What follows belongs to an exercise in optimizing a design on an open flow for a short achievable clock period and few clock cycles per item; a production flow would make more cautious choices.
In this exercise RTL edits were held to simulation tests only and were not proved equivalent to the original.
Power figures rest on the tool's default switching activity, not on a simulated workload.

## flow/run.sh

```bash
#!/bin/bash
# Standard ORFS layout. Synthesis is the standard one except that Yosys's
# full/half-adder extraction is skipped (ADDER_MAP_FILE empty), so ABC maps
# the adder logic together with the rest; registers are unchanged.
set -euo pipefail
bash standard.sh synth ADDER_MAP_FILE= > synth.log 2>&1
bash standard.sh > layout.log 2>&1
```

## standard.sh

```bash
#!/bin/bash
# synth_recipe.tcl (not shown) runs the flow's synth.tcl, then flattens the netlist and writes it again
# the make line also repeats each setting of config.mk as NAME=value (left out here)
make -C /OpenROAD-flow-scripts/flow DESIGN_CONFIG=/design/flow/config.mk WORK_HOME=/design/flow/orfs CLKGATE_MAP_FILE= SYNTH_SCRIPT=/design/flow/synth_recipe.tcl "${@:-finish}"
```

## config.mk

```make
export PLATFORM = sky130hd
export DESIGN_NAME = rgb_to_hsv_converter
export DESIGN_NICKNAME = rgb_to_hsv_converter
export VERILOG_FILES = /design/flow/design.v
export SDC_FILE = /design/flow/constraint.sdc
export NUM_CORES = 4
export LEC_CHECK = 0
export CAP_MARGIN = 20
export CORE_MARGIN = 2
export CORE_UTILIZATION = 25
export PLACE_DENSITY = 0.45
export SETUP_SLACK_MARGIN = 3.5
export SLEW_MARGIN = 20
export SYNTH_HIERARCHICAL = 1
```

## constraint.sdc

```tcl
create_clock -name core_clock -period 7.5 [get_ports {clk_i}]
set_input_delay 1.5000 -clock core_clock [delete_from_list [all_inputs] [get_ports {clk_i}]]
set_output_delay 1.5000 -clock core_clock [all_outputs]
set_load 0.01 [all_outputs]
```

## design.v

```verilog
`default_nettype none
package rhc_pkg;
  localparam logic [14:0] HueFullTurn  = 15'd23040;
  localparam logic [14:0] HueBaseGreen = 15'd7680;
  localparam logic [14:0] HueBaseBlue  = 15'd15360;
endpackage
`default_nettype wire
`default_nettype none
module rhc_rom_h1 (
  input  wire logic [7:0] a_i,
  output logic [28:0] m_o
);
  localparam logic [255:0] T0 = 256'hc8b6ba77bbfba3cce4359270872267aa06a6ee1cc8b08f9a858a78ea34042080;
  localparam logic [255:0] T1 = 256'ha5caa40a32dd377e6630947222ad5aee80e9b3066ffcbf2aa72cfcde04cc4280;
  localparam logic [255:0] T2 = 256'h899c8fc902b3539c8ac68f0679d73cfa3880ed7aecdc8cc08c5ac6ba36ea2a00;
  localparam logic [255:0] T3 = 256'hdb0c5fd47ded82a4e9938f5ee12611fa16b9a5d642a2536cc4b4eea228a46800;
  localparam logic [255:0] T4 = 256'hedf873045512c66a87a8d3c81359af4cd27e5b02d5be925ce13ec058a6a00280;
  localparam logic [255:0] T5 = 256'h5b5021df5538bb4e135db4a20bea5f4ebcd2f4a870585d3a4ed0b64e968c2000;
  localparam logic [255:0] T6 = 256'h5eacd904227d838e5e2741dcac95bf02dc1ff45a1f6018fa6ce0ccf4ac6a6200;
  localparam logic [255:0] T7 = 256'h1bb870209c98b0c2f8dbbbea6508e6b6e2d20f12e39e2770e7ec784ca8ae2880;
  localparam logic [255:0] T8 = 256'h339020bd085a9ed0db8e4e6ad063708454c06448cd58b0a68c34963cbaca0200;
  localparam logic [255:0] T9 = 256'ha38abf960566219e66fbd162776e36b454070c6cd2a8c9c2e8a8bc4226664800;
  localparam logic [255:0] T10 = 256'hc3866ad8032b3fb481ac35988d9be63010763a16add8fa66e32ac09880682a80;
  localparam logic [255:0] T11 = 256'hfc7e19b555b3c07255300cacfcac1332928c1176127435a44e463cca90840800;
  localparam logic [255:0] T12 = 256'hfffe078ccc96aaa499c0039a56cff164ee57f58cf422e254425e4e72aa684200;
  localparam logic [255:0] T13 = 256'h5554aad696db3338e1ffff86325aa5b8fe32a6025814ebdaaff2e08e8eac0880;
  localparam logic [255:0] T14 = 256'h3332664db249696a54aaaad4a49339c0fe0e6d549ff24c34e420c69c3c822200;
  localparam logic [255:0] T15 = 256'h0f0e1e3c71c718e6339999b26db694aa54ab4998e00e2558e2be7ca6a0a66000;
  localparam logic [255:0] T16 = 256'h00fe01fc0fc0f81e0f87878e1c718c663266db4a5554b660e194823c86e20280;
  localparam logic [255:0] T17 = 256'hfffe0003ffc007fe007f807e03f07c1e0e1e38c633326d2a4ad8fe6896062800;
  localparam logic [255:0] T18 = 256'hfffe0000003ffffe00007ffe000ffc01fe01f83e0f0e1ce6264a54b08ce86200;
  localparam logic [255:0] T19 = 256'hfffe000000000001fffffffe000003fffe0007fe00fe03e1e1c6326a28e42880;
  localparam logic [255:0] T20 = 256'hfffe00000000000000000001fffffffffe000001fffe001fe03e0e199a480a00;
  localparam logic [255:0] T21 = 256'h0001fffffffffffffffffffffffffffffe0000000001ffffe001fe0786254800;
  localparam logic [255:0] T22 = 256'h0000000000000000000000000000000001ffffffffffffffe00001ff81e32380;
  localparam logic [255:0] T23 = 256'h0000000000000000000000000000000000000000000000001fffffff801f1910;
  localparam logic [255:0] T24 = 256'h000000000000000000000000000000000000000000000000000000007fff0754;
  localparam logic [255:0] T25 = 256'h000000000000000000000000000000000000000000000000000000000000ff3e;
  localparam logic [255:0] T26 = 256'h00000000000000000000000000000000000000000000000000000000000000f6;
  localparam logic [255:0] T27 = 256'h000000000000000000000000000000000000000000000000000000000000000e;
  localparam logic [255:0] T28 = 256'h0000000000000000000000000000000000000000000000000000000000000002;
  assign m_o[0] = T0[a_i];
  assign m_o[1] = T1[a_i];
  assign m_o[2] = T2[a_i];
  assign m_o[3] = T3[a_i];
  assign m_o[4] = T4[a_i];
  assign m_o[5] = T5[a_i];
  assign m_o[6] = T6[a_i];
  assign m_o[7] = T7[a_i];
  assign m_o[8] = T8[a_i];
  assign m_o[9] = T9[a_i];
  assign m_o[10] = T10[a_i];
  assign m_o[11] = T11[a_i];
  assign m_o[12] = T12[a_i];
  assign m_o[13] = T13[a_i];
  assign m_o[14] = T14[a_i];
  assign m_o[15] = T15[a_i];
  assign m_o[16] = T16[a_i];
  assign m_o[17] = T17[a_i];
  assign m_o[18] = T18[a_i];
  assign m_o[19] = T19[a_i];
  assign m_o[20] = T20[a_i];
  assign m_o[21] = T21[a_i];
  assign m_o[22] = T22[a_i];
  assign m_o[23] = T23[a_i];
  assign m_o[24] = T24[a_i];
  assign m_o[25] = T25[a_i];
  assign m_o[26] = T26[a_i];
  assign m_o[27] = T27[a_i];
  assign m_o[28] = T28[a_i];
endmodule
module rhc_rom_h3 (
  input  wire logic [7:0] a_i,
  output logic [28:0] m_o
);
  localparam logic [255:0] T0 = 256'hc8b6ba77bbfba3cce4359270872267aa06a6ee1cc8b08f9a858a78ea34042080;
  localparam logic [255:0] T1 = 256'h6d7c1e7d892694b282050602a58f3d44864f5d1aa74c30b022a6843430c86200;
  localparam logic [255:0] T2 = 256'hacd48bc102b747ae88c68b04595a24beb8c9fc78cb90bce0ae7e42ae36226800;
  localparam logic [255:0] T3 = 256'hd31a74174d87e2640565942aba5477ea2e99ebaac28250a6cde6d4c21a824080;
  localparam logic [255:0] T4 = 256'hbf78a3181a06575284a9d3c093d8a64cd4675b82fbe04e78a192c040aae84080;
  localparam logic [255:0] T5 = 256'h7f240d1f75d3ff887f67e8347994e9f87c140afce1585c2a6bd298ac14880880;
  localparam logic [255:0] T6 = 256'hcc248b1f227dbaaecee262b4a414ff02f237f5f03b86d69ce60c9ce09c426000;
  localparam logic [255:0] T7 = 256'h1eccd8e0ebddb002b5e16ffcc27646faa2170f42a88626f0c7fc52e6a2686880;
  localparam logic [255:0] T8 = 256'h7390219980faaddc794a644a98e229346ac89f4079be8eac0738022cbeca0880;
  localparam logic [255:0] T9 = 256'h8ba2ef0f11242d8c67ea04e2c204b0b6d4150c3ed8a848168878d62234026800;
  localparam logic [255:0] T10 = 256'h5394e5fa0a178cf83dc83f908f9ea60010b35232b8288246e726c0860ce06080;
  localparam logic [255:0] T11 = 256'h9c7249f953f2cc501623e85e045c83b6d6bc072c7874362045c4400ab2822880;
  localparam logic [255:0] T12 = 256'he00e24ad9c0e59600d4c1a9e57c894666c9ddcac618e2e16e632ce60ba804000;
  localparam logic [255:0] T13 = 256'h5554b6ce1ffe3b2aa98ff9b4983a27ec822362d83a46f86aa7e29226a4a84080;
  localparam logic [255:0] T14 = 256'h9998c70fe001f8e664a552d8e0066d48fe6a7e5013d6443a018c4ac838422080;
  localparam logic [255:0] T15 = 256'h4b4a52a5555552b4b6c99ce0fffe1cda54b381caa3cc82b8e8ec5ea412884800;
  localparam logic [255:0] T16 = 256'h38c6319cccccc9926da4b5aa5554a96c98c3ffc66968fe6ce5181a048ae24080;
  localparam logic [255:0] T17 = 256'hf83e0f83c3c3c78e1c638c66333264da4a56aa94b270fe1a49fa98eab4420880;
  localparam logic [255:0] T18 = 256'h07fe007fc03fc07e03e07c1e0f0e1c39c63199b2692a54ac8e064ce49c486800;
  localparam logic [255:0] T19 = 256'hfffe00003fffc001ffe003fe00fe03f83e0f878e18e63265a55490e222aa6880;
  localparam logic [255:0] T20 = 256'hfffe000000003fffffe00001fffe0007fe007f81f81e0e1c63324a4b3e480080;
  localparam logic [255:0] T21 = 256'h0001ffffffffffffffe000000001fffffe00007ff801fe03e0f1c62694896800;
  localparam logic [255:0] T22 = 256'hffffffffffffffffffe000000000000001fffffff80001ffe00fc1e18da26180;
  localparam logic [255:0] T23 = 256'h0000000000000000001ffffffffffffffffffffff80000001fffc01f83993090;
  localparam logic [255:0] T24 = 256'h000000000000000000000000000000000000000007ffffffffffc0007f871544;
  localparam logic [255:0] T25 = 256'h00000000000000000000000000000000000000000000000000003fffff80f37a;
  localparam logic [255:0] T26 = 256'h00000000000000000000000000000000000000000000000000000000007ff0dc;
  localparam logic [255:0] T27 = 256'h0000000000000000000000000000000000000000000000000000000000000fce;
  localparam logic [255:0] T28 = 256'h000000000000000000000000000000000000000000000000000000000000003a;
  assign m_o[0] = T0[a_i];
  assign m_o[1] = T1[a_i];
  assign m_o[2] = T2[a_i];
  assign m_o[3] = T3[a_i];
  assign m_o[4] = T4[a_i];
  assign m_o[5] = T5[a_i];
  assign m_o[6] = T6[a_i];
  assign m_o[7] = T7[a_i];
  assign m_o[8] = T8[a_i];
  assign m_o[9] = T9[a_i];
  assign m_o[10] = T10[a_i];
  assign m_o[11] = T11[a_i];
  assign m_o[12] = T12[a_i];
  assign m_o[13] = T13[a_i];
  assign m_o[14] = T14[a_i];
  assign m_o[15] = T15[a_i];
  assign m_o[16] = T16[a_i];
  assign m_o[17] = T17[a_i];
  assign m_o[18] = T18[a_i];
  assign m_o[19] = T19[a_i];
  assign m_o[20] = T20[a_i];
  assign m_o[21] = T21[a_i];
  assign m_o[22] = T22[a_i];
  assign m_o[23] = T23[a_i];
  assign m_o[24] = T24[a_i];
  assign m_o[25] = T25[a_i];
  assign m_o[26] = T26[a_i];
  assign m_o[27] = T27[a_i];
  assign m_o[28] = T28[a_i];
endmodule
module rhc_rom_s1 (
  input  wire logic [7:0] a_i,
  output logic [23:0] m_o
);
  localparam logic [255:0] T0 = 256'h7cbc10b2b3bbe3ec41d35174d23aa0c8c4fa62389894f96a8db2308aa4ac0080;
  localparam logic [255:0] T1 = 256'h65f06d07782803e6227c0bac5fa130c822be37a2054a3d622136765290ec2280;
  localparam logic [255:0] T2 = 256'h3e489249ce54cf2e7244429c347b0cb2bc09e23a0e12c82a0742087a96404a80;
  localparam logic [255:0] T3 = 256'h17d05e85d17784a69ff5f01a6b2074d668418c92ca86650660862482b80c6800;
  localparam logic [255:0] T4 = 256'h0d6034fc9f27a8765e8e210e91fb60287ce3df227fc490ec892682b002204280;
  localparam logic [255:0] T5 = 256'h032aa703b5b8654634fd40ae5f466844386e730ee2125d80e9f2fa4a12040080;
  localparam logic [255:0] T6 = 256'h00e66d55263fe32ca7032ace35813028103174ba6f82fa8a4ad084f09cc84200;
  localparam logic [255:0] T7 = 256'h001e1ccc92954a48c7ff19a4a600eab00abf2792310a714045e4b0c08c2c6880;
  localparam logic [255:0] T8 = 256'h5554a96924d98c70f800f8626d554cc0066a4788bf522084073450d8ba482280;
  localparam logic [255:0] T9 = 256'h333264db6db4a52a555552b4b66670fffe192d2cc0c8bfa828b07c0236cc4800;
  localparam logic [255:0] T10 = 256'h0f0e1c38e38c6319ccccc9926d2d2a5554adb630ffc66acfe532887004e06a80;
  localparam logic [255:0] T11 = 256'h00fe03f81f83e0f83c3c3871e31ce63332649295aa94b30fe364fa8bb40c2880;
  localparam logic [255:0] T12 = 256'h0001fff8007fe007fc03f80fe0fc1e0f0e1c718c664d96a54a4706539ac16200;
  localparam logic [255:0] T13 = 256'h00000007ffffe00003fff8001ffc01ff01fc0f83e1c38e6326d2ab638b2d4980;
  localparam logic [255:0] T14 = 256'h0000000000001ffffffff8000003ffff0003ff801fc07e1f1e3199292c191390;
  localparam logic [255:0] T15 = 256'h0000000000000000000007ffffffffff0000007fffc001ff01f078e765512554;
  localparam logic [255:0] T16 = 256'hffffffffffffffffffffffffffffffff00000000003fffff000ff81f1ccbbd3e;
  localparam logic [255:0] T17 = 256'h00000000000000000000000000000000ffffffffffffffff000007ff03c76976;
  localparam logic [255:0] T18 = 256'h000000000000000000000000000000000000000000000000ffffffff003f1b9e;
  localparam logic [255:0] T19 = 256'h00000000000000000000000000000000000000000000000000000000ffff0756;
  localparam logic [255:0] T20 = 256'h000000000000000000000000000000000000000000000000000000000000ff3e;
  localparam logic [255:0] T21 = 256'h00000000000000000000000000000000000000000000000000000000000000f6;
  localparam logic [255:0] T22 = 256'h000000000000000000000000000000000000000000000000000000000000000e;
  localparam logic [255:0] T23 = 256'h0000000000000000000000000000000000000000000000000000000000000002;
  assign m_o[0] = T0[a_i];
  assign m_o[1] = T1[a_i];
  assign m_o[2] = T2[a_i];
  assign m_o[3] = T3[a_i];
  assign m_o[4] = T4[a_i];
  assign m_o[5] = T5[a_i];
  assign m_o[6] = T6[a_i];
  assign m_o[7] = T7[a_i];
  assign m_o[8] = T8[a_i];
  assign m_o[9] = T9[a_i];
  assign m_o[10] = T10[a_i];
  assign m_o[11] = T11[a_i];
  assign m_o[12] = T12[a_i];
  assign m_o[13] = T13[a_i];
  assign m_o[14] = T14[a_i];
  assign m_o[15] = T15[a_i];
  assign m_o[16] = T16[a_i];
  assign m_o[17] = T17[a_i];
  assign m_o[18] = T18[a_i];
  assign m_o[19] = T19[a_i];
  assign m_o[20] = T20[a_i];
  assign m_o[21] = T21[a_i];
  assign m_o[22] = T22[a_i];
  assign m_o[23] = T23[a_i];
endmodule
module rhc_rom_s3 (
  input  wire logic [7:0] a_i,
  output logic [23:0] m_o
);
  localparam logic [255:0] T0 = 256'h7cbc10b2b3bbe3ec41d35174d23aa0c8c4fa62389894f96a8db2308aa4ac0080;
  localparam logic [255:0] T1 = 256'h194c7db5cb93e00a63af5ad88d9b9000e644559a9ddec408ac8446d834402200;
  localparam logic [255:0] T2 = 256'h3f08ff4c8654cf2c5068481439fa1cb29e0df7b80b58cc2a27464e2a86006880;
  localparam logic [255:0] T3 = 256'h4d68cccf670b486ecfe5b12a097a58acf4f24c8ac096944e66f61caabea02000;
  localparam logic [255:0] T4 = 256'h2c6078789624ab76f32f93888cfa302c3cabf182bb409cc8e8a286602a606000;
  localparam logic [255:0] T5 = 256'h199a857af3e8499674a701bebd9c6cbe2ccc221ed350ac4a61d2586880280880;
  localparam logic [255:0] T6 = 256'h04acfcd30eb0220c8d220a6e39a4382c503cd896e316f6ae2a04dc289cc80000;
  localparam logic [255:0] T7 = 256'h039a569c01954c02562153e4c4c2bad822ed2402300ad24ac6c696e202e06800;
  localparam logic [255:0] T8 = 256'h552c98e0007325549820c948fc54c65014e617a0e1da28440b2040c8aa680880;
  localparam logic [255:0] T9 = 256'h6630e0fffff0e3324a8a9270fc32549ff2480d3e4098eeac6a709c0a10880800;
  localparam logic [255:0] T10 = 256'h2d6a55aaaaa54a5b6ccce380fc0e324aa48ffc94804ce4e7c83684a28c604000;
  localparam logic [255:0] T11 = 256'h1ce63399999326c925a5a955a954a49338f0038daa90e24823e60aab86202880;
  localparam logic [255:0] T12 = 256'h03e1f0787870e1c71c6398cc64cd92496a555529331f1e254c1304881a012000;
  localparam logic [255:0] T13 = 256'h001ff007f80fe03f03e0783c1c3c71c719cccc9b694aab498ff15763a5204100;
  localparam logic [255:0] T14 = 256'h00000ffff8001fff001ff803fc03f03f07c3c38718c666db5aa598193df93090;
  localparam logic [255:0] T15 = 256'h0000000007ffffff000007fffc000fff003fc07f07c1e1c739934aadc3457d44;
  localparam logic [255:0] T16 = 256'hffffffffffffffff0000000003ffffff00003fff003fe03f078f399b55839bfa;
  localparam logic [255:0] T17 = 256'hffffffffffffffff0000000000000000ffffffff00001fff007f07873355f15c;
  localparam logic [255:0] T18 = 256'h0000000000000000ffffffffffffffffffffffff00000000ffff007f0f335fde;
  localparam logic [255:0] T19 = 256'h0000000000000000000000000000000000000000ffffffffffff0000ff0f35fe;
  localparam logic [255:0] T20 = 256'h0000000000000000000000000000000000000000000000000000ffffff00f37e;
  localparam logic [255:0] T21 = 256'h0000000000000000000000000000000000000000000000000000000000fff0de;
  localparam logic [255:0] T22 = 256'h0000000000000000000000000000000000000000000000000000000000000fce;
  localparam logic [255:0] T23 = 256'h000000000000000000000000000000000000000000000000000000000000003a;
  assign m_o[0] = T0[a_i];
  assign m_o[1] = T1[a_i];
  assign m_o[2] = T2[a_i];
  assign m_o[3] = T3[a_i];
  assign m_o[4] = T4[a_i];
  assign m_o[5] = T5[a_i];
  assign m_o[6] = T6[a_i];
  assign m_o[7] = T7[a_i];
  assign m_o[8] = T8[a_i];
  assign m_o[9] = T9[a_i];
  assign m_o[10] = T10[a_i];
  assign m_o[11] = T11[a_i];
  assign m_o[12] = T12[a_i];
  assign m_o[13] = T13[a_i];
  assign m_o[14] = T14[a_i];
  assign m_o[15] = T15[a_i];
  assign m_o[16] = T16[a_i];
  assign m_o[17] = T17[a_i];
  assign m_o[18] = T18[a_i];
  assign m_o[19] = T19[a_i];
  assign m_o[20] = T20[a_i];
  assign m_o[21] = T21[a_i];
  assign m_o[22] = T22[a_i];
  assign m_o[23] = T23[a_i];
endmodule
`default_nettype wire
`default_nettype none
module rhc_div_cell #(
  parameter int W = 8
) (
  input  wire logic [W-1:0] a_i,
  input  wire logic [W-1:0] b_i,
  input  wire logic [W-1:0] c_i,
  output logic [W-1:0]      s_o,
  output logic [W-1:0]      c_o
);
  assign s_o = a_i ^ b_i ^ c_i;
  assign c_o = {((a_i[W-2:0] & b_i[W-2:0]) | (a_i[W-2:0] & c_i[W-2:0]) |
                 (b_i[W-2:0] & c_i[W-2:0])), 1'b0};
endmodule
module rhc_add #(
  parameter int W = 8
) (
  input  wire logic [W-1:0] a_i,
  input  wire logic [W-1:0] b_i,
  input  wire logic         ci_i,
  output logic [W-1:0]      s_o,
  output logic              co_o
);
  localparam int LV = (W > 16) ? 5 : (W > 8) ? 4 : (W > 4) ? 3 : (W > 2) ? 2 : 1;
  logic [LV:0][W-1:0] gg;
  logic [LV:0][W-1:0] tt;
  logic [W:0]         cy;
  assign gg[0] = a_i & b_i;
  assign tt[0] = a_i | b_i;
  for (genvar l = 1; l <= LV; l++) begin : g_lvl
    for (genvar i = 0; i < W; i++) begin : g_bit
      if (i >= (1 << (l - 1))) begin : g_comb
        assign gg[l][i] = gg[l-1][i] | (tt[l-1][i] & gg[l-1][i-(1<<(l-1))]);
        assign tt[l][i] = tt[l-1][i] & tt[l-1][i-(1<<(l-1))];
      end else begin : g_pass
        assign gg[l][i] = gg[l-1][i];
        assign tt[l][i] = tt[l-1][i];
      end
    end
  end
  assign cy[0] = ci_i;
  for (genvar i = 0; i < W; i++) begin : g_sum
    assign cy[i+1] = gg[LV][i] | (tt[LV][i] & ci_i);
    assign s_o[i]  = a_i[i] ^ (b_i[i] ^ cy[i]);
  end
  assign co_o = cy[W];
endmodule
`default_nettype wire
`default_nettype none
module rhc_back (
  input  wire logic [3:0][31:0] hrow_i,
  input  wire logic [3:0][23:0] srow_i,
  input  wire logic [14:0]      kb_i,
  output logic [14:0]           hue_o,
  output logic [7:0]            sat_o
);
  logic [31:0] hk;
  logic [31:0] hs1, hc1, hs2, hc2, hs3, hc3, hmaj, hsum;
  logic [23:0] ss1, sc1, ss2, sc2, ssum;
  logic        hco, sco;
  assign hk = {kb_i, 17'd0};
  rhc_div_cell #(.W(32)) u_h1 (.a_i(hrow_i[0]), .b_i(hrow_i[1]), .c_i(hrow_i[2]), .s_o(hs1), .c_o(hc1));
  rhc_div_cell #(.W(32)) u_h2 (.a_i(hs1),       .b_i(hc1),       .c_i(hrow_i[3]), .s_o(hs2), .c_o(hc2));
  assign hmaj = (hs2 & hc2) | (hs2 & hk) | (hc2 & hk);
  assign hs3  = {hs2[31:17] ^ hc2[31:17] ^ hk[31:17], hs2[16:0]};
  assign hc3  = {hmaj[30:17], 1'b0, hc2[16:0]};
  rhc_add #(.W(32)) u_hadd (.a_i(hs3), .b_i(hc3), .ci_i(1'b0), .s_o(hsum), .co_o(hco));
  assign hue_o = hsum[31:17];
  rhc_div_cell #(.W(24)) u_s1 (.a_i(srow_i[0]), .b_i(srow_i[1]), .c_i(srow_i[2]), .s_o(ss1), .c_o(sc1));
  rhc_div_cell #(.W(24)) u_s2 (.a_i(ss1),       .b_i(sc1),       .c_i(srow_i[3]), .s_o(ss2), .c_o(sc2));
  rhc_add #(.W(24)) u_sadd (.a_i(ss2), .b_i(sc2), .ci_i(1'b0), .s_o(ssum), .co_o(sco));
  assign sat_o = ssum[23:16];
endmodule
`default_nettype wire
`default_nettype none
module rgb_to_hsv_converter (
  input  wire logic        clk_i,
  input  wire logic        rst_ni,
  input  wire logic        in_valid_i,
  output logic             in_stall_o,
  input  wire logic [23:0] in_word_i,
  output logic             out_valid_o,
  input  wire logic        out_stall_i,
  output logic [30:0]      out_word_o
);
  logic [7:0] r, g, b;
  logic [7:0] d_rg, d_gr, d_gb, d_bg, d_rb, d_br;
  logic       ge_rg, ge_gb, ge_rb;
  logic       sec_r, sec_g;
  logic [5:0] cs;                   
  logic [7:0] mag, delta, value;
  logic       neg;
  logic [14:0] base;
  logic [28:0] mh1, mh3;
  logic [23:0] ms1, ms3;
  logic [14:0]      kb_d, kb_q;
  logic [3:0][31:0] hrow_d, hrow_q;
  logic [3:0][23:0] srow_d, srow_q;
  logic [7:0]       value_q;
  logic             valid_q;
  logic             advance;
  logic [14:0] hue;
  logic [7:0]  sat;
  assign {r, g, b} = in_word_i;
  logic co_rg, co_gr, co_gb, co_bg, co_rb, co_br;
  rhc_add #(.W(8)) u_rg (.a_i(r), .b_i(~g), .ci_i(1'b1), .s_o(d_rg), .co_o(co_rg));
  rhc_add #(.W(8)) u_gr (.a_i(g), .b_i(~r), .ci_i(1'b1), .s_o(d_gr), .co_o(co_gr));
  rhc_add #(.W(8)) u_gb (.a_i(g), .b_i(~b), .ci_i(1'b1), .s_o(d_gb), .co_o(co_gb));
  rhc_add #(.W(8)) u_bg (.a_i(b), .b_i(~g), .ci_i(1'b1), .s_o(d_bg), .co_o(co_bg));
  rhc_add #(.W(8)) u_rb (.a_i(r), .b_i(~b), .ci_i(1'b1), .s_o(d_rb), .co_o(co_rb));
  rhc_add #(.W(8)) u_br (.a_i(b), .b_i(~r), .ci_i(1'b1), .s_o(d_br), .co_o(co_br));
  assign ge_rg = co_rg;
  assign ge_gb = co_gb;
  assign ge_rb = co_rb;
  assign sec_r = ge_rg && ge_rb;
  assign sec_g = !ge_rg && ge_gb;
  assign cs[0] = sec_r && ge_gb;
  assign cs[1] = sec_r && !ge_gb;
  assign cs[2] = sec_g && ge_rb;
  assign cs[3] = sec_g && !ge_rb;
  assign cs[4] = !sec_r && !sec_g && ge_rg;
  assign cs[5] = !sec_r && !sec_g && !ge_rg;
  always_comb begin
    delta = ({8{cs[0]}} & d_rb) | ({8{cs[1]}} & d_rg) | ({8{cs[2]}} & d_gb) |
            ({8{cs[3]}} & d_gr) | ({8{cs[4]}} & d_bg) | ({8{cs[5]}} & d_br);
    mag   = ({8{cs[0]}} & d_gb) | ({8{cs[1]}} & d_bg) | ({8{cs[2]}} & d_rb) |
            ({8{cs[3]}} & d_br) | ({8{cs[4]}} & d_rg) | ({8{cs[5]}} & d_gr);
    value = ({8{sec_r}} & r) | ({8{sec_g}} & g) | ({8{!sec_r && !sec_g}} & b);
    neg   = cs[1] || cs[2] || cs[5];
    base  = ({15{cs[1]}} & 15'd23040) | ({15{cs[2] || cs[3]}} & 15'd7680) |
            ({15{cs[4] || cs[5]}} & 15'd15360);
  end
  rhc_rom_h1 u_h1 (.a_i(delta), .m_o(mh1));
  rhc_rom_h3 u_h3 (.a_i(delta), .m_o(mh3));
  rhc_rom_s1 u_s1 (.a_i(value), .m_o(ms1));
  rhc_rom_s3 u_s3 (.a_i(value), .m_o(ms3));
  assign kb_d = base | {14'd0, neg};
  function automatic logic [28:0] pick4h(logic [1:0] dg, logic [28:0] m1, logic [28:0] m3);
    logic [28:0] v;
    unique case (dg)
      2'd0: v = '0;
      2'd1: v = m1;
      2'd2: v = {m1[27:0], 1'b0};
      default: v = m3;
    endcase
    pick4h = v;
  endfunction
  function automatic logic [23:0] pick4s(logic [1:0] dg, logic [23:0] m1, logic [23:0] m3);
    logic [23:0] v;
    unique case (dg)
      2'd0: v = '0;
      2'd1: v = m1;
      2'd2: v = {m1[22:0], 1'b0};
      default: v = m3;
    endcase
    pick4s = v;
  endfunction
  always_comb begin
    for (int j = 0; j < 4; j++) begin
      hrow_d[j] = {3'b000, pick4h(mag[2*j +: 2], mh1, mh3)} << (2 * j);
      if (neg) begin
        hrow_d[j] = ~hrow_d[j] & ({32{1'b1}} << (2 * j));
      end
      srow_d[j] = pick4s(delta[2*j +: 2], ms1, ms3) << (2 * j);
    end
  end
  assign advance    = !(valid_q && out_stall_i);
  assign in_stall_o = !advance;
  always_ff @(posedge clk_i or negedge rst_ni) begin
    if (!rst_ni) begin
      valid_q <= 1'b0;
    end else if (advance) begin
      valid_q <= in_valid_i;
    end
  end
  always_ff @(posedge clk_i) begin
    if (advance) begin
      hrow_q  <= hrow_d;
      srow_q  <= srow_d;
      kb_q    <= kb_d;
      value_q <= value;
    end
  end
  rhc_back u_back (
    .hrow_i  (hrow_q),
    .srow_i  (srow_q),
    .kb_i    (kb_q),
    .hue_o   (hue),
    .sat_o   (sat)
  );
  assign out_valid_o = valid_q;
  assign out_word_o  = {hue, sat, value_q};
endmodule
`default_nettype wire
```

==> flow_metrics.env, run 1 <==
export IMPL_status="timing/DRC/antenna clean"
export IMPL_max_freq_mhz=161
export IMPL_synth_cells=6283
export IMPL_fp_dieW_um=437
export IMPL_holdCritStartpoint="valid_q"
export IMPL_fin_crit_sh_pct=83.0
export IMPL_hold_path_depth=3
export IMPL_setup_tns_final_ns=0
export IMPL_required_ns=7.86
export IMPL_r2r_worst_path_cells=4
export IMPL_wire_per_inst_um=36.8
export IMPL_track_usage_pct=40.0
export IMPL_critical_path_class="input pin to flip-flop"
export IMPL_drc_errors=0
export IMPL_htree_levels=1
export IMPL_path_clk_slew_ns=0.06
export IMPL_setup_slack_ns=1.28
export IMPL_rsz0062_at_grt="true"
export IMPL_ys_warn_count=7
export IMPL_post_place_ws_ns=-0.613
export IMPL_initial_core_util_pct=25.2
export IMPL_syn_area_mm2=0.0469
export IMPL_place_inst=10200
export IMPL_p_comb_share_pct=92.3
export IMPL_peakVddDrop_uv=1540
export IMPL_slowest_delay_ns=0.45
export IMPL_num_vias=69200
export IMPL_globalplace_congestion=1.07
export IMPL_cts_path_max_buffers=3
export IMPL_arrival_ns=6.58
export IMPL_io_pins=61
export IMPL_cellInternalPower_mw=24.1
export IMPL_path_max_fanout=6
export IMPL_drv_slew=0
export IMPL_hold_end="valid_q"
export IMPL_setup_violations=0
export IMPL_antenna_found_initial=18
export IMPL_p_per_area_mw_per_mm2=568
export IMPL_overflow=0
export IMPL_crit_buf_inv=13
export IMPL_timing_rr_start="valid_q"
export IMPL_syn_to_final_growth_pct=82.8
export IMPL_finClkSkew_ns=0.0441
export IMPL_ant_nets=0
export IMPL_grt_pass1_vias=66000
export IMPL_clockRootBuffer="clkbuf_16"
export IMPL_syn_area_per_cell_um2=7.47
export IMPL_die_h_um=437
export IMPL_cts_buffers=26
export IMPL_pwr_share_clk_pct=2.7
export IMPL_drtPass1Iterations=8
export IMPL_cts_tree="built"
export IMPL_hold_path_class="flip-flop to flip-flop"
export IMPL_routed_wl_mm=406
export IMPL_rrSetupSlack_ns=4.83
export IMPL_critPathTopFamily="buffers and inverters"
export IMPL_seqPwrFrac_pct=5.0
export IMPL_power_leakage_nw=34.3
export IMPL_reg2reg_to="hrow_q[102]"
export IMPL_stdcell_count=11000
export IMPL_grt_max_degree=121
export IMPL_rows=158
export IMPL_place_hpwl_mm=299
export IMPL_hold_viol=0
export IMPL_switchingPower_mw=24.6
export IMPL_cts_sinks=212
export IMPL_core_mm2=0.186
export IMPL_power_share_switching_pct=50.5
export IMPL_relSlewSlack_pct=42.8
export IMPL_final_core_utilization_pct=46.1
export IMPL_whs_ns=1.01
export IMPL_dieArea_mm2=0.191
export IMPL_drive_gt1_share_pct=54.0
export IMPL_postLayoutCellArea_mm2=0.0857
export IMPL_end_kind="flip-flop"
export IMPL_insertion_delay_ns=0.62
export IMPL_final_net_count=8558
export IMPL_grt_pass1_wl_mm=547
export IMPL_holdBufCountCts=0
export IMPL_nFillCells=18200
export IMPL_worst_slew_pin_slew_ns=0.859
export IMPL_p_total_mw=48.7
export IMPL_layout_min_cycle_time_ns=6.22
export IMPL_slowest_stage="a311oi_4"
export IMPL_worstSetupStartpointType="input pin"
export IMPL_avgViaCountPerCell=6.27
export IMPL_cap_violations=0
export IMPL_dpl_cell_area_mm2=0.0654
export IMPL_drtIter0Drc=9628
export IMPL_port_buffers=60
-- worst min-delay path: stages (launching register included) --
cell and delay [ns]:
dfrtp_1 0.44, nand2_8 0.15, buf_4 0.27, nand2b_1 0.11
-- timing repair --
action,CTS,global route
endpoints found under the setup margin,232,225
setup buffers,509,229
resized for setup,2162,813
gates cloned,40,13
pin swaps,540,440
-- power by group through the flow --
stage	clock network, mW	logic [mW]	registers [mW]
after floorplan	0	18.7	2.33
after global placement	0	34.1	2.47
after detailed placement	0	33.9	2.48
after CTS	1.34	39.8	2.46
after global routing	1.38	46.6	2.52
final	1.32	44.9	2.46
-- area by class of cell --
| class | instances | area (µm²) | share of cell area, % |
|---|---|---|---|
| diodes | 13 | 32.5 | 0.0379 |
| well taps | 2480 | 3100 | 3.62 |
| flip-flops and latches | 212 | 6360 | 7.42 |
| inverters | 83 | 592 | 0.690 |
| clock buffers | 34 | 701 | 0.817 |
| clock inverters | 9 | 146 | 0.171 |
| multi-input cells | 5255 | 45400 | 53.0 |
| repair inverters | 6 | 110 | 0.128 |
| repair buffers | 2946 | 29300 | 34.1 |
-- per-layer routing --
layer  global-route usage (%)  share of wire, %  up-vias  wire length (µm)
met1                     52.3                40    34100            162000
li1                         -                 -    28700                 -
met2                     58.0                40     4995            164000
met3                     11.3                11     1386             46700
met4                     24.0               8.1       14             32900
met5                        0             0.023        -                92
-- placed cells by master, fill, tap and decap left out, types with 60 or more instances in the layout --
master and n:
buf_4 2053, a21oi_1 552, o21ai_0 477, buf_6 381
nand2_1 337, nor2_1 323, buf_12 292, xnor2_1 213
edfxtp_1 211, a21oi_2 124, o21ai_1 119, maj3_1 114
o211ai_1 111, o22ai_1 108, a31oi_1 105, buf_8 96
xor3_1 93, conb_1 93, nand3_1 91, mux2i_1 90
a22oi_2 72, nor2_4 66, o21ai_2 60
-- worst max path at each step --
stage,start,endpoint,slack [ns],cells after the start
global placement,in_word_i[4],hrow_q[43],-0.70,27
detailed placement,in_word_i[12],hrow_q[43],-0.61,28
finish,in_word_i[4],hrow_q[43],1.28,29
CTS,in_word_i[4],hrow_q[117],1.42,32
floorplan,in_word_i[8],hrow_q[75],1.40,26
global route,in_word_i[4],hrow_q[50],1.16,33
-- sequential cells by signal (all words and copies together), names as in the netlist --
register / count
valid_q: 1
kb_q: 6
srow_q: 84
hrow_q: 113
value_q: 8
Testbench counts, summed over its fixed seeds: cycles 8,008, pixels 8,000.
==> run 2: changes to the inputs <==
==> run.sh (new file) <==
#!/bin/bash
# synth_recipe.tcl (not shown) runs the flow's synth.tcl, then flattens the netlist and writes it again
# the make line also repeats each setting of config.mk as NAME=value (left out here)
make -C /OpenROAD-flow-scripts/flow DESIGN_CONFIG=/design/flow/config.mk WORK_HOME=/design/flow/orfs CLKGATE_MAP_FILE= SYNTH_SCRIPT=/design/flow/synth_recipe.tcl finish
removed: flow/run.sh
removed: standard.sh
==> run 2 against run 1 <==
Net effect:
- global-route usage shrank 2.8 points
- register-to-register slack gained 0.24 ns
- total power shrank 0.69%
- non-clock buffer count shrank 563
- design area shrank 12%
- critical endpoint unchanged
==> flow_metrics.env, run 2 <==
export IMPL_hold_viol=0
export IMPL_grt_max_degree=77
export IMPL_path_clk_slew_ns=0.07
export IMPL_p_per_area_mw_per_mm2=644
export IMPL_grt_pass1_wl_mm=479
export IMPL_setup_slack_ns=0.870
export IMPL_place_hpwl_mm=273
export IMPL_routed_wl_mm=360
export IMPL_dieArea_mm2=0.180
export IMPL_top_regs="hrow_q: 113 flops, srow_q: 84 flops, value_q: 8 flops"
export IMPL_nFillCells=17600
export IMPL_cts_tree="built"
export IMPL_relSlewSlack_pct=25.4
export IMPL_num_vias=62300
export IMPL_post_place_ws_ns=-0.819
export IMPL_overflow=0
export IMPL_cts_path_max_buffers=3
export IMPL_drive_gt1_share_pct=50.2
export IMPL_ff_latch_area_mm2=0.00636
export IMPL_p_total_mw=48.4
export IMPL_holdBufCountCts=0
export IMPL_rows=154
export IMPL_syn_area_mm2=0.0442
export IMPL_fp_dieW_um=424
export IMPL_insertion_delay_ns=0.61
export IMPL_avgViaCountPerCell=6.26
export IMPL_wire_per_inst_um=36.1
export IMPL_track_usage_pct=37.2
export IMPL_path_max_fanout=7
export IMPL_required_ns=7.84
export IMPL_synth_cells=5841
export IMPL_max_flop_register="hrow_q"
export IMPL_die_h_um=424
export IMPL_end_kind="flip-flop"
export IMPL_syn_to_final_growth_pct=70.1
export IMPL_drtPass1Iterations=6
export IMPL_initial_core_util_pct=25.1
export IMPL_cap_violations=0
export IMPL_grt_pass1_vias=58000
export IMPL_htree_levels=1
export IMPL_antenna_found_initial=26
export IMPL_final_net_count=7823
export IMPL_worstSetupStartpointType="input pin"
export IMPL_cts_buffers=28
export IMPL_critPathTopFamily="compound AO/OA/AOI/OAI gates"
export IMPL_crit_top_cell="buf_6"
export IMPL_syn_area_per_cell_um2=7.56
export IMPL_port_buffers=60
export IMPL_crit_start="in_word_i[1]"
export IMPL_final_cell_mix="1783 x buf_4, 370 x a21oi_1, 369 x nand2_1, 310 x nor2_1, 306 x o21ai_0"
export IMPL_clockRootBuffer="clkbuf_16"
export IMPL_slowest_delay_ns=0.52
export IMPL_drtIter0Drc=8844
export IMPL_core_mm2=0.176
export IMPL_mostFrequentLayoutCell="buf_4"
export IMPL_status="timing/DRC/antenna clean"
export IMPL_ant_nets=0
export IMPL_ys_warn_count=7
export IMPL_slowest_stage="mux4_2"
export IMPL_peakVddDrop_uv=871
export IMPL_timing_rr_start="valid_q"
export IMPL_layout_min_cycle_time_ns=6.63
export IMPL_drv_slew=0
export IMPL_rsz0062_at_grt="true"
export IMPL_fin_crit_sh_pct=88.4
export IMPL_globalplace_congestion=1.05
export IMPL_cts_sinks=212
export IMPL_largest_register_ff_count=113
export IMPL_worst_slew_pin_slew_ns=1.12
export IMPL_hold_path_class="input pin to asynchronous set/reset pin"
export IMPL_arrival_ns=6.98
export IMPL_io_pins=61
export IMPL_crit_buf_inv=10
export IMPL_setup_violations=0
export IMPL_multi_input_area_mm2=0.0417
export IMPL_finClkSkew_ns=0.0417
export IMPL_critical_path_class="input pin to flip-flop"
export IMPL_drc_errors=0
export IMPL_max_freq_mhz=151
export IMPL_power_leakage_nw=29.5
-- run 2: layout make-up --
type	count	area share, %
sequential	212	8.47
clock buffer	29	0.937
tap	2340	3.90
clock inverter	23	0.366
multi-input combinational	4843	55.5
timing repair buffer	2383	29.9
inverter	117	0.901
antenna	8	0.0266
timing repair inverter	1	0.0150
-- run 2: where the power goes --
part	internal, mW	switching (mW)
combinational	19.8	24.7
clock	0.834	0.610
sequential	2.10	0.344
total	22.7	25.7
-- run 2: per-layer routing --
metal,track usage (%),up-vias,share of wire [%]
li1,-,25800,-
met1,50.6,30900,41
met2,54.3,4406,41
met3,8.30,1198,10
met4,20.4,22,7.4
met5,0,-,0.044
-- run 2: worst paths after layout --
check | to | slack [ns] | depth (start not counted)
max in group asynchronous | valid_q | 6.34 | 1
min in group core_clock | hrow_q[123] | 1.15 | 1
worst max-delay path | hrow_q[43] | 0.87 | 31
worst max register to register | hrow_q[35] | 5.07 | 3
worst min-delay path | valid_q | 1.06 | 1
worst min register to register | hrow_q[123] | 1.15 | 1
-- run 2: worst reg2reg max path, stage by stage, from the launching register on --
cell and delay, ns:
dfrtp_1 0.61, nand2_8 0.21, buf_4 0.35, buf_4 0.81
-- run 2: timing repair --
item                       in CTS  in global routing
buffers inserted              127                281
pin swaps                     163                471
resized for setup             662               1434
setup endpoints to repair     230                228
gates cloned                   10                 20
-- run 2: metrics by stage --
step                utilization [%]  hold WS (ns)  std cells  setup TNS, ns  area, µm²
global route                   42.7          1.06       9948              0      75100
global placement               34.9          1.08       9457         -65.42      61400
floorplan                         -          1.20       5885              0      45800
CTS                            37.8          1.05       9647              0      66500
finish                         42.7          1.06       9956              0      75100
detailed placement             34.9          1.09       9458         -56.48      61400
==> run 3: changes to the inputs <==
--- a/design.v
+++ b/design.v
@@ -7,9 +7,17 @@
 `default_nettype wire
 `default_nettype none
 module rhc_rom_h1 (
-  input  wire logic [7:0] a_i,
+  input  wire logic [5:0][7:0] cand_i,
+  input  wire logic [5:0]      sel_i,
   output logic [28:0] m_o
 );
+  logic [7:0] a;
+  always_comb begin
+    a = '0;
+    for (int c = 0; c < 6; c++) begin
+      a = a | ({8{sel_i[c]}} & cand_i[c]);
+    end
+  end
   localparam logic [255:0] T0 = 256'hc8b6ba77bbfba3cce4359270872267aa06a6ee1cc8b08f9a858a78ea34042080;
   localparam logic [255:0] T1 = 256'ha5caa40a32dd377e6630947222ad5aee80e9b3066ffcbf2aa72cfcde04cc4280;
   localparam logic [255:0] T2 = 256'h899c8fc902b3539c8ac68f0679d73cfa3880ed7aecdc8cc08c5ac6ba36ea2a00;
@@ -39,40 +47,48 @@
   localparam logic [255:0] T26 = 256'h00000000000000000000000000000000000000000000000000000000000000f6;
   localparam logic [255:0] T27 = 256'h000000000000000000000000000000000000000000000000000000000000000e;
   localparam logic [255:0] T28 = 256'h0000000000000000000000000000000000000000000000000000000000000002;
-  assign m_o[0] = T0[a_i];
-  assign m_o[1] = T1[a_i];
-  assign m_o[2] = T2[a_i];
-  assign m_o[3] = T3[a_i];
-  assign m_o[4] = T4[a_i];
-  assign m_o[5] = T5[a_i];
-  assign m_o[6] = T6[a_i];
-  assign m_o[7] = T7[a_i];
-  assign m_o[8] = T8[a_i];
-  assign m_o[9] = T9[a_i];
-  assign m_o[10] = T10[a_i];
-  assign m_o[11] = T11[a_i];
-  assign m_o[12] = T12[a_i];
-  assign m_o[13] = T13[a_i];
-  assign m_o[14] = T14[a_i];
-  assign m_o[15] = T15[a_i];
-  assign m_o[16] = T16[a_i];
-  assign m_o[17] = T17[a_i];
-  assign m_o[18] = T18[a_i];
-  assign m_o[19] = T19[a_i];
-  assign m_o[20] = T20[a_i];
-  assign m_o[21] = T21[a_i];
-  assign m_o[22] = T22[a_i];
-  assign m_o[23] = T23[a_i];
-  assign m_o[24] = T24[a_i];
-  assign m_o[25] = T25[a_i];
-  assign m_o[26] = T26[a_i];
-  assign m_o[27] = T27[a_i];
-  assign m_o[28] = T28[a_i];
+  assign m_o[0] = T0[a];
+  assign m_o[1] = T1[a];
+  assign m_o[2] = T2[a];
+  assign m_o[3] = T3[a];
+  assign m_o[4] = T4[a];
+  assign m_o[5] = T5[a];
+  assign m_o[6] = T6[a];
+  assign m_o[7] = T7[a];
+  assign m_o[8] = T8[a];
+  assign m_o[9] = T9[a];
+  assign m_o[10] = T10[a];
+  assign m_o[11] = T11[a];
+  assign m_o[12] = T12[a];
+  assign m_o[13] = T13[a];
+  assign m_o[14] = T14[a];
+  assign m_o[15] = T15[a];
+  assign m_o[16] = T16[a];
+  assign m_o[17] = T17[a];
+  assign m_o[18] = T18[a];
+  assign m_o[19] = T19[a];
+  assign m_o[20] = T20[a];
+  assign m_o[21] = T21[a];
+  assign m_o[22] = T22[a];
+  assign m_o[23] = T23[a];
+  assign m_o[24] = T24[a];
+  assign m_o[25] = T25[a];
+  assign m_o[26] = T26[a];
+  assign m_o[27] = T27[a];
+  assign m_o[28] = T28[a];
 endmodule
 module rhc_rom_h3 (
-  input  wire logic [7:0] a_i,
+  input  wire logic [5:0][7:0] cand_i,
+  input  wire logic [5:0]      sel_i,
   output logic [28:0] m_o
 );
+  logic [7:0] a;
+  always_comb begin
+    a = '0;
+    for (int c = 0; c < 6; c++) begin
+      a = a | ({8{sel_i[c]}} & cand_i[c]);
+    end
+  end
   localparam logic [255:0] T0 = 256'hc8b6ba77bbfba3cce4359270872267aa06a6ee1cc8b08f9a858a78ea34042080;
   localparam logic [255:0] T1 = 256'h6d7c1e7d892694b282050602a58f3d44864f5d1aa74c30b022a6843430c86200;
   localparam logic [255:0] T2 = 256'hacd48bc102b747ae88c68b04595a24beb8c9fc78cb90bce0ae7e42ae36226800;
@@ -102,40 +118,48 @@
   localparam logic [255:0] T26 = 256'h00000000000000000000000000000000000000000000000000000000007ff0dc;
   localparam logic [255:0] T27 = 256'h0000000000000000000000000000000000000000000000000000000000000fce;
   localparam logic [255:0] T28 = 256'h000000000000000000000000000000000000000000000000000000000000003a;
-  assign m_o[0] = T0[a_i];
-  assign m_o[1] = T1[a_i];
-  assign m_o[2] = T2[a_i];
-  assign m_o[3] = T3[a_i];
-  assign m_o[4] = T4[a_i];
-  assign m_o[5] = T5[a_i];
-  assign m_o[6] = T6[a_i];
-  assign m_o[7] = T7[a_i];
-  assign m_o[8] = T8[a_i];
-  assign m_o[9] = T9[a_i];
-  assign m_o[10] = T10[a_i];
-  assign m_o[11] = T11[a_i];
-  assign m_o[12] = T12[a_i];
-  assign m_o[13] = T13[a_i];
-  assign m_o[14] = T14[a_i];
-  assign m_o[15] = T15[a_i];
-  assign m_o[16] = T16[a_i];
-  assign m_o[17] = T17[a_i];
-  assign m_o[18] = T18[a_i];
-  assign m_o[19] = T19[a_i];
-  assign m_o[20] = T20[a_i];
-  assign m_o[21] = T21[a_i];
-  assign m_o[22] = T22[a_i];
-  assign m_o[23] = T23[a_i];
-  assign m_o[24] = T24[a_i];
-  assign m_o[25] = T25[a_i];
-  assign m_o[26] = T26[a_i];
-  assign m_o[27] = T27[a_i];
-  assign m_o[28] = T28[a_i];
+  assign m_o[0] = T0[a];
+  assign m_o[1] = T1[a];
+  assign m_o[2] = T2[a];
+  assign m_o[3] = T3[a];
+  assign m_o[4] = T4[a];
+  assign m_o[5] = T5[a];
+  assign m_o[6] = T6[a];
+  assign m_o[7] = T7[a];
+  assign m_o[8] = T8[a];
+  assign m_o[9] = T9[a];
+  assign m_o[10] = T10[a];
+  assign m_o[11] = T11[a];
+  assign m_o[12] = T12[a];
+  assign m_o[13] = T13[a];
+  assign m_o[14] = T14[a];
+  assign m_o[15] = T15[a];
+  assign m_o[16] = T16[a];
+  assign m_o[17] = T17[a];
+  assign m_o[18] = T18[a];
+  assign m_o[19] = T19[a];
+  assign m_o[20] = T20[a];
+  assign m_o[21] = T21[a];
+  assign m_o[22] = T22[a];
+  assign m_o[23] = T23[a];
+  assign m_o[24] = T24[a];
+  assign m_o[25] = T25[a];
+  assign m_o[26] = T26[a];
+  assign m_o[27] = T27[a];
+  assign m_o[28] = T28[a];
 endmodule
 module rhc_rom_s1 (
-  input  wire logic [7:0] a_i,
+  input  wire logic [2:0][7:0] cand_i,
+  input  wire logic [2:0]      sel_i,
   output logic [23:0] m_o
 );
+  logic [7:0] a;
+  always_comb begin
+    a = '0;
+    for (int c = 0; c < 3; c++) begin
+      a = a | ({8{sel_i[c]}} & cand_i[c]);
+    end
+  end
   localparam logic [255:0] T0 = 256'h7cbc10b2b3bbe3ec41d35174d23aa0c8c4fa62389894f96a8db2308aa4ac0080;
   localparam logic [255:0] T1 = 256'h65f06d07782803e6227c0bac5fa130c822be37a2054a3d622136765290ec2280;
   localparam logic [255:0] T2 = 256'h3e489249ce54cf2e7244429c347b0cb2bc09e23a0e12c82a0742087a96404a80;
@@ -160,35 +184,43 @@
   localparam logic [255:0] T21 = 256'h00000000000000000000000000000000000000000000000000000000000000f6;
   localparam logic [255:0] T22 = 256'h000000000000000000000000000000000000000000000000000000000000000e;
   localparam logic [255:0] T23 = 256'h0000000000000000000000000000000000000000000000000000000000000002;
-  assign m_o[0] = T0[a_i];
-  assign m_o[1] = T1[a_i];
-  assign m_o[2] = T2[a_i];
-  assign m_o[3] = T3[a_i];
-  assign m_o[4] = T4[a_i];
-  assign m_o[5] = T5[a_i];
-  assign m_o[6] = T6[a_i];
-  assign m_o[7] = T7[a_i];
-  assign m_o[8] = T8[a_i];
-  assign m_o[9] = T9[a_i];
-  assign m_o[10] = T10[a_i];
-  assign m_o[11] = T11[a_i];
-  assign m_o[12] = T12[a_i];
-  assign m_o[13] = T13[a_i];
-  assign m_o[14] = T14[a_i];
-  assign m_o[15] = T15[a_i];
-  assign m_o[16] = T16[a_i];
-  assign m_o[17] = T17[a_i];
-  assign m_o[18] = T18[a_i];
-  assign m_o[19] = T19[a_i];
-  assign m_o[20] = T20[a_i];
-  assign m_o[21] = T21[a_i];
-  assign m_o[22] = T22[a_i];
-  assign m_o[23] = T23[a_i];
+  assign m_o[0] = T0[a];
+  assign m_o[1] = T1[a];
+  assign m_o[2] = T2[a];
+  assign m_o[3] = T3[a];
+  assign m_o[4] = T4[a];
+  assign m_o[5] = T5[a];
+  assign m_o[6] = T6[a];
+  assign m_o[7] = T7[a];
+  assign m_o[8] = T8[a];
+  assign m_o[9] = T9[a];
+  assign m_o[10] = T10[a];
+  assign m_o[11] = T11[a];
+  assign m_o[12] = T12[a];
+  assign m_o[13] = T13[a];
+  assign m_o[14] = T14[a];
+  assign m_o[15] = T15[a];
+  assign m_o[16] = T16[a];
+  assign m_o[17] = T17[a];
+  assign m_o[18] = T18[a];
+  assign m_o[19] = T19[a];
+  assign m_o[20] = T20[a];
+  assign m_o[21] = T21[a];
+  assign m_o[22] = T22[a];
+  assign m_o[23] = T23[a];
 endmodule
 module rhc_rom_s3 (
-  input  wire logic [7:0] a_i,
+  input  wire logic [2:0][7:0] cand_i,
+  input  wire logic [2:0]      sel_i,
   output logic [23:0] m_o
 );
+  logic [7:0] a;
+  always_comb begin
+    a = '0;
+    for (int c = 0; c < 3; c++) begin
+      a = a | ({8{sel_i[c]}} & cand_i[c]);
+    end
+  end
   localparam logic [255:0] T0 = 256'h7cbc10b2b3bbe3ec41d35174d23aa0c8c4fa62389894f96a8db2308aa4ac0080;
   localparam logic [255:0] T1 = 256'h194c7db5cb93e00a63af5ad88d9b9000e644559a9ddec408ac8446d834402200;
   localparam logic [255:0] T2 = 256'h3f08ff4c8654cf2c5068481439fa1cb29e0df7b80b58cc2a27464e2a86006880;
@@ -213,30 +245,30 @@
   localparam logic [255:0] T21 = 256'h0000000000000000000000000000000000000000000000000000000000fff0de;
   localparam logic [255:0] T22 = 256'h0000000000000000000000000000000000000000000000000000000000000fce;
   localparam logic [255:0] T23 = 256'h000000000000000000000000000000000000000000000000000000000000003a;
-  assign m_o[0] = T0[a_i];
-  assign m_o[1] = T1[a_i];
-  assign m_o[2] = T2[a_i];
-  assign m_o[3] = T3[a_i];
-  assign m_o[4] = T4[a_i];
-  assign m_o[5] = T5[a_i];
-  assign m_o[6] = T6[a_i];
-  assign m_o[7] = T7[a_i];
-  assign m_o[8] = T8[a_i];
-  assign m_o[9] = T9[a_i];
-  assign m_o[10] = T10[a_i];
-  assign m_o[11] = T11[a_i];
-  assign m_o[12] = T12[a_i];
-  assign m_o[13] = T13[a_i];
-  assign m_o[14] = T14[a_i];
-  assign m_o[15] = T15[a_i];
-  assign m_o[16] = T16[a_i];
-  assign m_o[17] = T17[a_i];
-  assign m_o[18] = T18[a_i];
-  assign m_o[19] = T19[a_i];
-  assign m_o[20] = T20[a_i];
-  assign m_o[21] = T21[a_i];
-  assign m_o[22] = T22[a_i];
-  assign m_o[23] = T23[a_i];
+  assign m_o[0] = T0[a];
+  assign m_o[1] = T1[a];
+  assign m_o[2] = T2[a];
+  assign m_o[3] = T3[a];
+  assign m_o[4] = T4[a];
+  assign m_o[5] = T5[a];
+  assign m_o[6] = T6[a];
+  assign m_o[7] = T7[a];
+  assign m_o[8] = T8[a];
+  assign m_o[9] = T9[a];
+  assign m_o[10] = T10[a];
+  assign m_o[11] = T11[a];
+  assign m_o[12] = T12[a];
+  assign m_o[13] = T13[a];
+  assign m_o[14] = T14[a];
+  assign m_o[15] = T15[a];
+  assign m_o[16] = T16[a];
+  assign m_o[17] = T17[a];
+  assign m_o[18] = T18[a];
+  assign m_o[19] = T19[a];
+  assign m_o[20] = T20[a];
+  assign m_o[21] = T21[a];
+  assign m_o[22] = T22[a];
+  assign m_o[23] = T23[a];
 endmodule
 `default_nettype wire
 `default_nettype none
@@ -330,6 +362,9 @@
   logic       sec_r, sec_g;
   logic [5:0] cs;                   
   logic [7:0] mag, delta, value;
+  logic [5:0][7:0] dcand;           
+  logic [2:0][7:0] vcand;           
+  logic [2:0]      vsel;            
   logic       neg;
   logic [14:0] base;
   logic [28:0] mh1, mh3;
@@ -371,10 +406,13 @@
     base  = ({15{cs[1]}} & 15'd23040) | ({15{cs[2] || cs[3]}} & 15'd7680) |
             ({15{cs[4] || cs[5]}} & 15'd15360);
   end
-  rhc_rom_h1 u_h1 (.a_i(delta), .m_o(mh1));
-  rhc_rom_h3 u_h3 (.a_i(delta), .m_o(mh3));
-  rhc_rom_s1 u_s1 (.a_i(value), .m_o(ms1));
-  rhc_rom_s3 u_s3 (.a_i(value), .m_o(ms3));
+  assign dcand = {d_br, d_bg, d_gr, d_gb, d_rg, d_rb};
+  assign vcand = {b, g, r};
+  assign vsel  = {!sec_r && !sec_g, sec_g, sec_r};
+  rhc_rom_h1 u_h1 (.cand_i(dcand), .sel_i(cs),   .m_o(mh1));
+  rhc_rom_h3 u_h3 (.cand_i(dcand), .sel_i(cs),   .m_o(mh3));
+  rhc_rom_s1 u_s1 (.cand_i(vcand), .sel_i(vsel), .m_o(ms1));
+  rhc_rom_s3 u_s3 (.cand_i(vcand), .sel_i(vsel), .m_o(ms3));
   assign kb_d = base | {14'd0, neg};
   function automatic logic [28:0] pick4h(logic [1:0] dg, logic [28:0] m1, logic [28:0] m3);
     logic [28:0] v;
==> flow/run.sh (new file) <==
#!/bin/bash
# Standard ORFS layout. Synthesis is the standard one except that Yosys's
# full/half-adder extraction is skipped (ADDER_MAP_FILE empty), so ABC maps
# the adder logic together with the rest; registers are unchanged.
set -euo pipefail
bash standard.sh synth ADDER_MAP_FILE= > synth.log 2>&1
bash standard.sh > layout.log 2>&1
==> standard.sh (new file) <==
#!/bin/bash
# synth_recipe.tcl (not shown) runs the flow's synth.tcl, then flattens the netlist and writes it again
# the make line also repeats each setting of config.mk as NAME=value (left out here)
make -C /OpenROAD-flow-scripts/flow DESIGN_CONFIG=/design/flow/config.mk WORK_HOME=/design/flow/orfs CLKGATE_MAP_FILE= SYNTH_SCRIPT=/design/flow/synth_recipe.tcl "${@:-finish}"
removed: run.sh
==> run 3 against run 2 <==
Net effect:
- still clean
- non-clock buffer count increased by 556
- worst setup slack improved by 0.46 ns
- fmax increased by 7.4%
==> flow_metrics.env, run 3 <==
export IMPL_track_usage_pct=43.1
export IMPL_top_regs="hrow_q: 113 flops, srow_q: 84 flops, value_q: 8 flops"
export IMPL_io_pins=61
export IMPL_cts_buffers=28
export IMPL_cellInternalPower_mw=26.6
export IMPL_die_h_um=434
export IMPL_syn_area_per_cell_um2=7.50
export IMPL_reg2reg_to="hrow_q[8]"
export IMPL_drv_slew=0
export IMPL_critical_path_class="input pin to flip-flop"
export IMPL_routed_wl_mm=427
export IMPL_drtIter0Drc=9799
export IMPL_finClkSkew_ns=0.0200
export IMPL_fp_dieW_um=434
export IMPL_peakVddDrop_uv=2000
export IMPL_grt_max_degree=77
export IMPL_slowest_delay_ns=0.46
export IMPL_post_place_ws_ns=-0.406
export IMPL_ys_warn_count=11
export IMPL_p_comb_share_pct=92.8
export IMPL_path_max_fanout=8
export IMPL_hold_path_class="input pin to asynchronous set/reset pin"
export IMPL_drc_errors=0
export IMPL_layout_min_cycle_time_ns=6.17
export IMPL_setup_violations=0
export IMPL_timing_rr_start="valid_q"
export IMPL_htree_levels=1
export IMPL_hold_viol=0
export IMPL_globalplace_congestion=1.03
export IMPL_end_kind="flip-flop"
export IMPL_ant_nets=0
export IMPL_power_share_switching_pct=52.1
export IMPL_rows=157
export IMPL_dpl_cell_area_mm2=0.0617
export IMPL_initial_core_util_pct=25.2
export IMPL_pwr_share_clk_pct=2.7
export IMPL_cap_violations=0
export IMPL_slowest_stage="a222oi_1"
export IMPL_seqPwrFrac_pct=4.4
export IMPL_syn_area_mm2=0.0462
export IMPL_syn_to_final_growth_pct=92.8
export IMPL_cts_tree="built"
export IMPL_setup_slack_ns=1.33
export IMPL_max_freq_mhz=162
export IMPL_antenna_found_initial=15
export IMPL_wire_per_inst_um=39.0
export IMPL_core_mm2=0.183
export IMPL_dieArea_mm2=0.188
export IMPL_place_hpwl_mm=296
export IMPL_insertion_delay_ns=0.65
export IMPL_avgViaCountPerCell=6.52
export IMPL_clockRootBuffer="clkbuf_16"
export IMPL_worst_slew_pin_slew_ns=1.29
export IMPL_status="timing/DRC/antenna clean"
export IMPL_grt_pass1_wl_mm=572
export IMPL_drtPass1Iterations=10
export IMPL_largest_register_ff_count=113
export IMPL_p_total_mw=55.5
export IMPL_r2r_worst_path_cells=3
export IMPL_setup_tns_final_ns=0
export IMPL_overflow=0
export IMPL_rsz0062_at_grt="true"
export IMPL_max_flop_register="hrow_q"
export IMPL_holdBufCountCts=0
export IMPL_synth_cells=6161
export IMPL_num_vias=71400
export IMPL_required_ns=7.89
export IMPL_final_cell_mix="1771 x buf_4, 599 x buf_6, 506 x a21oi_1, 350 x o21ai_0, 332 x buf_12"
export IMPL_switchingPower_mw=28.9
export IMPL_port_buffers=60
export IMPL_drive_gt1_share_pct=56.6
export IMPL_worstSetupStartpointType="input pin"
export IMPL_p_per_area_mw_per_mm2=622
export IMPL_mostFrequentLayoutCell="buf_4"
export IMPL_path_clk_slew_ns=0.06
export IMPL_cts_path_max_buffers=3
export IMPL_place_inst=9702
export IMPL_stdcell_count=11000
export IMPL_cts_sinks=212
export IMPL_relSlewSlack_pct=13.6
export IMPL_fin_crit_sh_pct=82.3
export IMPL_grt_pass1_vias=67500
export IMPL_rrSetupSlack_ns=4.98
export IMPL_final_net_count=8482
export IMPL_power_leakage_nw=34.8
export IMPL_arrival_ns=6.56
export IMPL_postLayoutCellArea_mm2=0.0891
[run 3: power groups by stage]
stage	Sequential, mW	Combinational, mW	Clock [mW]
5_1_grt	2.53	52.8	1.59
4_1_cts	2.48	45.6	1.56
2_1_floorplan	2.35	19.2	0
6_report	2.47	51.5	1.52
3_3_place_gp	2.48	36.0	0
3_5_place_dp	2.49	35.8	0
[run 3: per-stage QoR]
step                utilization [%]  hold WS (ns)
floorplan                         -          1.20
global placement               33.6          1.02
detailed placement             33.6          1.04
CTS                            45.5         0.938
global route                   48.6         0.971
finish                         48.6         0.987
[run 3: how the worst max path moves through the flow]
| stage | from | to | slack (ns) |
|---|---|---|---|
| global placement | in_word_i[20] | hrow_q[46] | -0.44 |
| floorplan | in_word_i[12] | srow_q[34] | 1.77 |
| global route | in_word_i[9] | srow_q[34] | 1.21 |
| CTS | hrow_q[72] | out_word_o[18] | 1.57 |
| detailed placement | in_word_i[11] | hrow_q[46] | -0.41 |
| finish | in_word_i[22] | hrow_q[111] | 1.33 |
[run 3: repair_timing]
action	4_1_cts	5_1_grt
gates cloned	64	7
pin swaps	883	541
endpoints found under the hold margin	0	0
setup buffers	864	251
resized for setup	2922	722
setup endpoints to repair	227	226
[run 3: cell type report]
type / instances / area (µm²)
Fill cell: 17600 / 94300
Multi-Input combinational cell: 5184 / 47200
Timing Repair Buffer: 2939 / 31100
Sequential cell: 212 / 6360
Tap cell: 2464 / 3080
Clock buffer: 28 / 701
Inverter: 89 / 403
Clock inverter: 24 / 297
Antenna cell: 12 / 30.0
[run 3: worst max-delay path, delay by kind of cell]
kind / cells / cell delay [ns]
multiplexers: 1 / 0.27
AND/OR/NAND/NOR: 8 / 0.96
AO/OA/AOI/OAI: 7 / 1.27
buffers and inverters: 14 / 2.13
adder cells (fa/ha/maj): 1 / 0.33
XOR/XNOR: 1 / 0.08
[run 3: per-layer routing]
metal / vias to the layer above / share of wire (%) / track usage (%)
met4: 16 / 7.2 / 23.5
li1: 28800 / - / -
met2: 5562 / 40 / 61.0
met3: 1541 / 12 / 12.7
met1: 35400 / 41 / 57.9
met5: - / 0.10 / 1.09
Testbench counts of run 3, summed over its fixed seeds: cycles 8,008, pixels 8,000.

-- separate check: timing with driven ports --
Ports are ideal in the flow. The routed layouts listed here were re-timed in OpenROAD. Step 1: set_driving_cell puts a clkbuf_16 on clk_i and a buf_2 on each other input, an assumption about the parent block. Step 2, shift: input delay + t, output delay - t, t = (earliest + latest rising clock arrival at the registers) / 2. This alone moves slack from input paths to output paths. Three values: no drivers, after step 1, after step 2; two values: the first two.
run	t (ns)	setup slack, ns	worst hold slack (ns)	clock arrival spread, ns	pins driven straight from the clock port
run 1	0.673	1.278 / 1.247 / 0.574	1.010 / 1.010 / 1.010	0.055 / 0.056	1
run 2	0.637	0.870 / 0.856 / 0.220	1.063 / 1.032 / 1.150	0.060 / 0.061	1
run 3	0.716	1.329 / 1.373 / 0.657	0.987 / 0.932 / 1.089	0.024 / 0.024	1
After both steps setup and hold are still met in every run listed. For run 1, which loses most, drivers alone change the setup slack by -0.031 ns; drivers and shift together by -0.704 ns.
